This is an optimization exercise on Yosys and OpenROAD, whose aim is small area, a short achievable clock period and few clock cycles, not a production implementation.
RTL that was checked went through simulation tests only; none was proved equivalent to the original.

==> flow/design.v <==
`timescale 1ns/10ps
module dma_backend #(
  parameter int unsigned MaxOut = 4    
) (
  input  logic        clk_i,
  input  logic        rst_ni,
  input  logic        valid_i,
  input  logic [31:0] req_src_i,
  input  logic [31:0] req_dst_i,
  input  logic [31:0] req_num_bytes_i,
  input  logic        req_serialize_i,
  output logic        ready_o,
  output logic [31:0] ar_addr_o,
  output logic [7:0]  ar_len_o,
  output logic        ar_valid_o,
  input  logic        ar_ready_i,
  output logic [31:0] aw_addr_o,
  output logic [7:0]  aw_len_o,
  output logic        aw_valid_o,
  input  logic        aw_ready_i,
  output logic [31:0] w_data_o,
  output logic        w_last_o,
  output logic        w_valid_o,
  input  logic        w_ready_i,
  input  logic [31:0] r_data_i,
  input  logic        r_last_i,
  input  logic        r_valid_i,
  output logic        r_ready_o,
  input  logic        b_valid_i,
  output logic        b_ready_o,
  output logic        backend_idle_o,
  output logic        trans_complete_o
);
  localparam int unsigned BPtrW = (MaxOut > 1) ? $clog2(MaxOut) : 1;
  logic              free_q;     
  logic              rdy_q;      
  logic              free_d;
  logic              calc_q;     
  logic              ser_q;      
  logic              ar_vld_q;
  logic              aw_vld_q;
  logic [29:0]       src_q;
  logic [29:0]       dst_q;
  logic [29:0]       left_q;
  logic [3:0]        len_q;      
  logic              last_q;     
  logic              ge16;       
  logic              gt16;       
  logic [3:0]        cap_s;
  logic [3:0]        cap_d;
  logic [3:0]        cap_l;
  logic [3:0]        cap_lr;
  logic              s_le_d;
  logic              s_le_l;
  logic              d_le_l;
  logic              l_le_s;
  logic              l_le_d;
  logic [3:0]        len_d;
  logic              last_d;
  logic              src_c4;
  logic              dst_c4;
  logic              left_b5;
  logic [29:4]       src_tg;     
  logic [29:4]       dst_tg;
  logic [29:5]       left_tg;
  logic [3:0]        src_lo_nx;
  logic [3:0]        dst_lo_nx;
  logic [4:0]        left_lo_nx;
  logic              req_nz;
  logic              accept;
  logic              issue;
  logic              advance;
  logic              ar_vld_d;
  logic              aw_vld_d;
  logic              bl_mem_q [MaxOut];
  logic [BPtrW:0]    bl_wp_q;
  logic [BPtrW:0]    bl_rp_q;
  logic [BPtrW:0]    bl_wp_inc;
  logic [BPtrW:0]    bl_rp_inc;
  logic              bl_full;
  logic              bl_empty;
  logic              b_fire;
  logic [BPtrW:0]    bl_wp_d;
  logic [BPtrW:0]    bl_rp_d;
  logic              cmp_q;
  logic              cmp_d;
  logic              busy_q;     
  logic              ser_ok;
  assign ge16   = |left_q[29:4];
  assign gt16   = (|left_q[29:5]) | (left_q[4] & (|left_q[3:0]));
  assign cap_s  = (&src_q[9:4]) ? ~src_q[3:0] : 4'hf;
  assign cap_d  = (&dst_q[9:4]) ? ~dst_q[3:0] : 4'hf;
  assign cap_lr = left_q[3:0] - 4'd1;
  assign cap_l  = ge16 ? 4'hf : cap_lr;
  assign s_le_d = (cap_s <= cap_d);
  assign s_le_l = ge16 | (cap_s <= cap_lr);
  assign d_le_l = ge16 | (cap_d <= cap_lr);
  assign l_le_s = ge16 ? (cap_s == 4'hf) : (cap_lr <= cap_s);
  assign l_le_d = ge16 ? (cap_d == 4'hf) : (cap_lr <= cap_d);
  assign len_d  = (s_le_d & s_le_l) ? cap_s : (~s_le_d & d_le_l) ? cap_d : cap_l;
  assign last_d = ~gt16 & l_le_s & l_le_d;
  assign src_c4  = (len_q >= ~src_q[3:0]);
  assign dst_c4  = (len_q >= ~dst_q[3:0]);
  assign left_b5 = ({1'b0, left_q[3:0]} <= {1'b0, len_q}) & ~left_q[4];
  always_comb begin
    for (int i = 4; i < 30; i++) begin
      src_tg[i] = src_c4 & (&(src_q | ~((30'd1 << i) - 30'd16)));
      dst_tg[i] = dst_c4 & (&(dst_q | ~((30'd1 << i) - 30'd16)));
    end
    for (int i = 5; i < 30; i++) begin
      left_tg[i] = left_b5 & ~(|(left_q & ((30'd1 << i) - 30'd32)));
    end
  end
  assign src_lo_nx  = src_q[3:0] + len_q + 4'd1;
  assign dst_lo_nx  = dst_q[3:0] + len_q + 4'd1;
  assign left_lo_nx = left_q[4:0] - {1'b0, len_q} - 5'd1;
  assign req_nz  = |req_num_bytes_i[31:2];
  assign accept  = rdy_q & valid_i & req_nz;
  assign ser_ok  = ~ser_q | bl_empty;
  assign issue   = calc_q & ~bl_full & ser_ok;
  assign advance = ~free_q & ~calc_q & ~ar_vld_q & ~aw_vld_q;
  assign ar_vld_d = issue | (ar_vld_q & ~ar_ready_i);
  assign aw_vld_d = issue | (aw_vld_q & ~aw_ready_i);
  always_comb begin
    free_d = free_q;
    if (free_q) begin
      free_d = ~accept;
    end else if (ar_vld_q | aw_vld_q) begin
      free_d = last_q & ~ar_vld_d & ~aw_vld_d;
    end
  end
  always_ff @(posedge clk_i or negedge rst_ni) begin
    if (!rst_ni) begin
      free_q   <= 1'b1;
      rdy_q    <= 1'b0;
      calc_q   <= 1'b0;
      ar_vld_q <= 1'b0;
      aw_vld_q <= 1'b0;
    end else begin
      free_q   <= free_d;
      rdy_q    <= free_d;
      ar_vld_q <= ar_vld_d;
      aw_vld_q <= aw_vld_d;
      if (free_q) begin
        calc_q <= accept;
      end else if (calc_q) begin
        calc_q <= ~issue;
      end else if (!ar_vld_q && !aw_vld_q) begin
        calc_q <= 1'b1;
      end
    end
  end
  always_ff @(posedge clk_i) begin
    if (free_q) begin
      src_q  <= req_src_i[31:2];
      dst_q  <= req_dst_i[31:2];
      left_q <= req_num_bytes_i[31:2];
      ser_q  <= req_serialize_i;
    end else if (advance) begin
      src_q[3:0]  <= src_lo_nx;
      dst_q[3:0]  <= dst_lo_nx;
      left_q[4:0] <= left_lo_nx;
      for (int i = 4; i < 30; i++) begin
        if (src_tg[i]) src_q[i] <= ~src_q[i];
        if (dst_tg[i]) dst_q[i] <= ~dst_q[i];
      end
      for (int i = 5; i < 30; i++) begin
        if (left_tg[i]) left_q[i] <= ~left_q[i];
      end
    end else if (issue) begin
      ser_q  <= 1'b0;
    end
    if (issue) begin
      len_q  <= len_d;
      last_q <= last_d;
    end
  end
  assign ar_addr_o  = {src_q, 2'b00};
  assign aw_addr_o  = {dst_q, 2'b00};
  assign ar_len_o   = {4'd0, len_q};
  assign aw_len_o   = {4'd0, len_q};
  assign ar_valid_o = ar_vld_q;
  assign aw_valid_o = aw_vld_q;
  assign ready_o    = rdy_q;
  assign b_ready_o = 1'b1;
  assign bl_full   = (bl_wp_q == (bl_rp_q ^ {1'b1, BPtrW'(0)}));
  assign bl_empty  = (bl_wp_q == bl_rp_q);
  assign bl_wp_inc = bl_wp_q + 1'b1;
  assign bl_rp_inc = bl_rp_q + 1'b1;
  assign b_fire    = b_valid_i & ~bl_empty;
  assign cmp_d     = b_fire & bl_mem_q[bl_rp_q[BPtrW-1:0]];
  assign bl_wp_d   = issue ? bl_wp_inc : bl_wp_q;
  assign bl_rp_d   = b_fire ? bl_rp_inc : bl_rp_q;
  always_ff @(posedge clk_i or negedge rst_ni) begin
    if (!rst_ni) begin
      bl_wp_q  <= '0;
      bl_rp_q  <= '0;
      cmp_q    <= 1'b0;
      busy_q   <= 1'b0;
    end else begin
      bl_wp_q  <= bl_wp_d;
      bl_rp_q  <= bl_rp_d;
      cmp_q    <= cmp_d;
      busy_q   <= ~free_d | (bl_wp_d != bl_rp_d);
    end
  end
  always_ff @(posedge clk_i) begin
    for (int unsigned i = 0; i < MaxOut; i++) begin
      if (issue && bl_wp_q[BPtrW-1:0] == BPtrW'(i)) begin
        bl_mem_q[i] <= last_d;
      end
    end
  end
  assign trans_complete_o = cmp_q;
  assign backend_idle_o   = ~busy_q;
  logic              w_vld_q;
  logic [32:0]       w_q;
  logic              skid_vld_q;
  logic              skid_vld_d;
  logic              r_rdy_q;    
  logic [32:0]       skid_q;
  logic              out_free;
  logic              r_fire;
  assign out_free = ~w_vld_q | w_ready_i;
  assign r_fire   = r_valid_i & r_rdy_q;
  assign skid_vld_d = skid_vld_q ? ~out_free : (r_fire & ~out_free);
  always_ff @(posedge clk_i or negedge rst_ni) begin
    if (!rst_ni) begin
      w_vld_q    <= 1'b0;
      skid_vld_q <= 1'b0;
      r_rdy_q    <= 1'b0;
    end else begin
      w_vld_q    <= ~out_free | skid_vld_q | r_fire;
      skid_vld_q <= skid_vld_d;
      r_rdy_q    <= ~skid_vld_d;
    end
  end
  always_ff @(posedge clk_i) begin
    if (!skid_vld_q) begin
      skid_q <= {r_last_i, r_data_i};
    end
    if (out_free) begin
      w_q <= skid_vld_q ? skid_q : {r_last_i, r_data_i};
    end
  end
  assign w_valid_o = w_vld_q;
  assign w_data_o  = w_q[31:0];
  assign w_last_o  = w_q[32];
  assign r_ready_o = r_rdy_q;
endmodule
Settings: LEC_CHECK=0, CAP_MARGIN=20, CORE_MARGIN=2, CORE_UTILIZATION=65, PLACE_DENSITY=0.75, SLEW_MARGIN=20; clock period 8.5 ns.
standard.sh (not shown) runs the stock make flow with config.mk's settings and CLKGATE_MAP_FILE= SYNTH_SCRIPT=/design/flow/synth_recipe.tcl, a recipe that flattens the netlist after the stock synthesis.
==> flow/flow/run.sh <==
#!/bin/bash
# standard layout; timing repair aims below the clock period, ports buffered with buf_1
bash standard.sh SETUP_SLACK_MARGIN=5.6 "BUFFER_PORTS_ARGS=-buffer_cell sky130_fd_sc_hd__buf_1" finish > standard.log 2>&1
Testbench counts at the start, summed over its fixed seeds: cycles 36,136.
Rerun with:
--- a/flow/design.v
+++ b/flow/design.v
@@ -46,6 +46,10 @@
   logic              last_q;     
   logic              ge16;       
   logic              gt16;       
+  logic              spe_q;      
+  logic              dpe_q;      
+  logic              spe_nx;
+  logic              dpe_nx;
   logic [3:0]        cap_s;
   logic [3:0]        cap_d;
   logic [3:0]        cap_l;
@@ -57,6 +61,7 @@
   logic              l_le_d;
   logic [3:0]        len_d;
   logic              last_d;
+  logic [4:0]        beats;
   logic              src_c4;
   logic              dst_c4;
   logic              left_b5;
@@ -88,8 +93,8 @@
   logic              ser_ok;
   assign ge16   = |left_q[29:4];
   assign gt16   = (|left_q[29:5]) | (left_q[4] & (|left_q[3:0]));
-  assign cap_s  = (&src_q[9:4]) ? ~src_q[3:0] : 4'hf;
-  assign cap_d  = (&dst_q[9:4]) ? ~dst_q[3:0] : 4'hf;
+  assign cap_s  = spe_q ? ~src_q[3:0] : 4'hf;
+  assign cap_d  = dpe_q ? ~dst_q[3:0] : 4'hf;
   assign cap_lr = left_q[3:0] - 4'd1;
   assign cap_l  = ge16 ? 4'hf : cap_lr;
   assign s_le_d = (cap_s <= cap_d);
@@ -99,6 +104,7 @@
   assign l_le_d = ge16 ? (cap_d == 4'hf) : (cap_lr <= cap_d);
   assign len_d  = (s_le_d & s_le_l) ? cap_s : (~s_le_d & d_le_l) ? cap_d : cap_l;
   assign last_d = ~gt16 & l_le_s & l_le_d;
+  assign beats  = {1'b0, len_q} + 5'd1;
   assign src_c4  = (len_q >= ~src_q[3:0]);
   assign dst_c4  = (len_q >= ~dst_q[3:0]);
   assign left_b5 = ({1'b0, left_q[3:0]} <= {1'b0, len_q}) & ~left_q[4];
@@ -114,6 +120,8 @@
   assign src_lo_nx  = src_q[3:0] + len_q + 4'd1;
   assign dst_lo_nx  = dst_q[3:0] + len_q + 4'd1;
   assign left_lo_nx = left_q[4:0] - {1'b0, len_q} - 5'd1;
+  assign spe_nx  = src_c4 ? (src_q[9:4] == 6'd62) : (&src_q[9:4]);
+  assign dpe_nx  = dst_c4 ? (dst_q[9:4] == 6'd62) : (&dst_q[9:4]);
   assign req_nz  = |req_num_bytes_i[31:2];
   assign accept  = rdy_q & valid_i & req_nz;
   assign ser_ok  = ~ser_q | bl_empty;
@@ -156,6 +164,8 @@
       dst_q  <= req_dst_i[31:2];
       left_q <= req_num_bytes_i[31:2];
       ser_q  <= req_serialize_i;
+      spe_q  <= &req_src_i[11:6];
+      dpe_q  <= &req_dst_i[11:6];
     end else if (advance) begin
       src_q[3:0]  <= src_lo_nx;
       dst_q[3:0]  <= dst_lo_nx;
@@ -167,6 +177,8 @@
       for (int i = 5; i < 30; i++) begin
         if (left_tg[i]) left_q[i] <= ~left_q[i];
       end
+      spe_q  <= spe_nx;
+      dpe_q  <= dpe_nx;
     end else if (issue) begin
       ser_q  <= 1'b0;
     end
Outcome: Non-clock buffer count went down by 13. Design area stays flat. Worst hold slack is about the same. Setup slack gets worse by 41 ps. Global-route usage went down by 1.1 points. Cell count went up by 2.0%. Area after synthesis went up by 0.88%. Sequential share of layout area went up by 0.42 points. Die area went up by 0.85%. Routed wire length went down by 4.2%. Clock skew stays flat.
For the second run of this note, only the layout was checked, not whether the RTL still works.

## static timing again, ports no longer ideal
How much do the figures lean on ideal ports? The routed layouts below were timed once more, with nothing changed but the port constraints.
Step 1, drivers: a clkbuf_16 drives clk_i and a buf_2 each remaining input, both assumed.
Step 2, shift: input delay + t, output delay - t, t = (earliest + latest rising clock arrival at the registers) / 2. This alone moves slack from input paths to output paths.
Slacks: ideal ports / drivers / drivers and shift; pairs: ideal ports / drivers.
run | shift t [ns] | setup WS [ns] | clock arrival spread, ns
the first run | 0.475 | 5.642 / 5.601 / 5.226 | 0.010 / 0.010
the second run | 0.475 | 5.601 / 5.559 / 5.226 | 0.010 / 0.010
After both steps setup and hold are still met in every run listed. For the first run, which loses most, drivers alone change the setup slack by -0.041 ns; drivers and shift together by -0.416 ns.
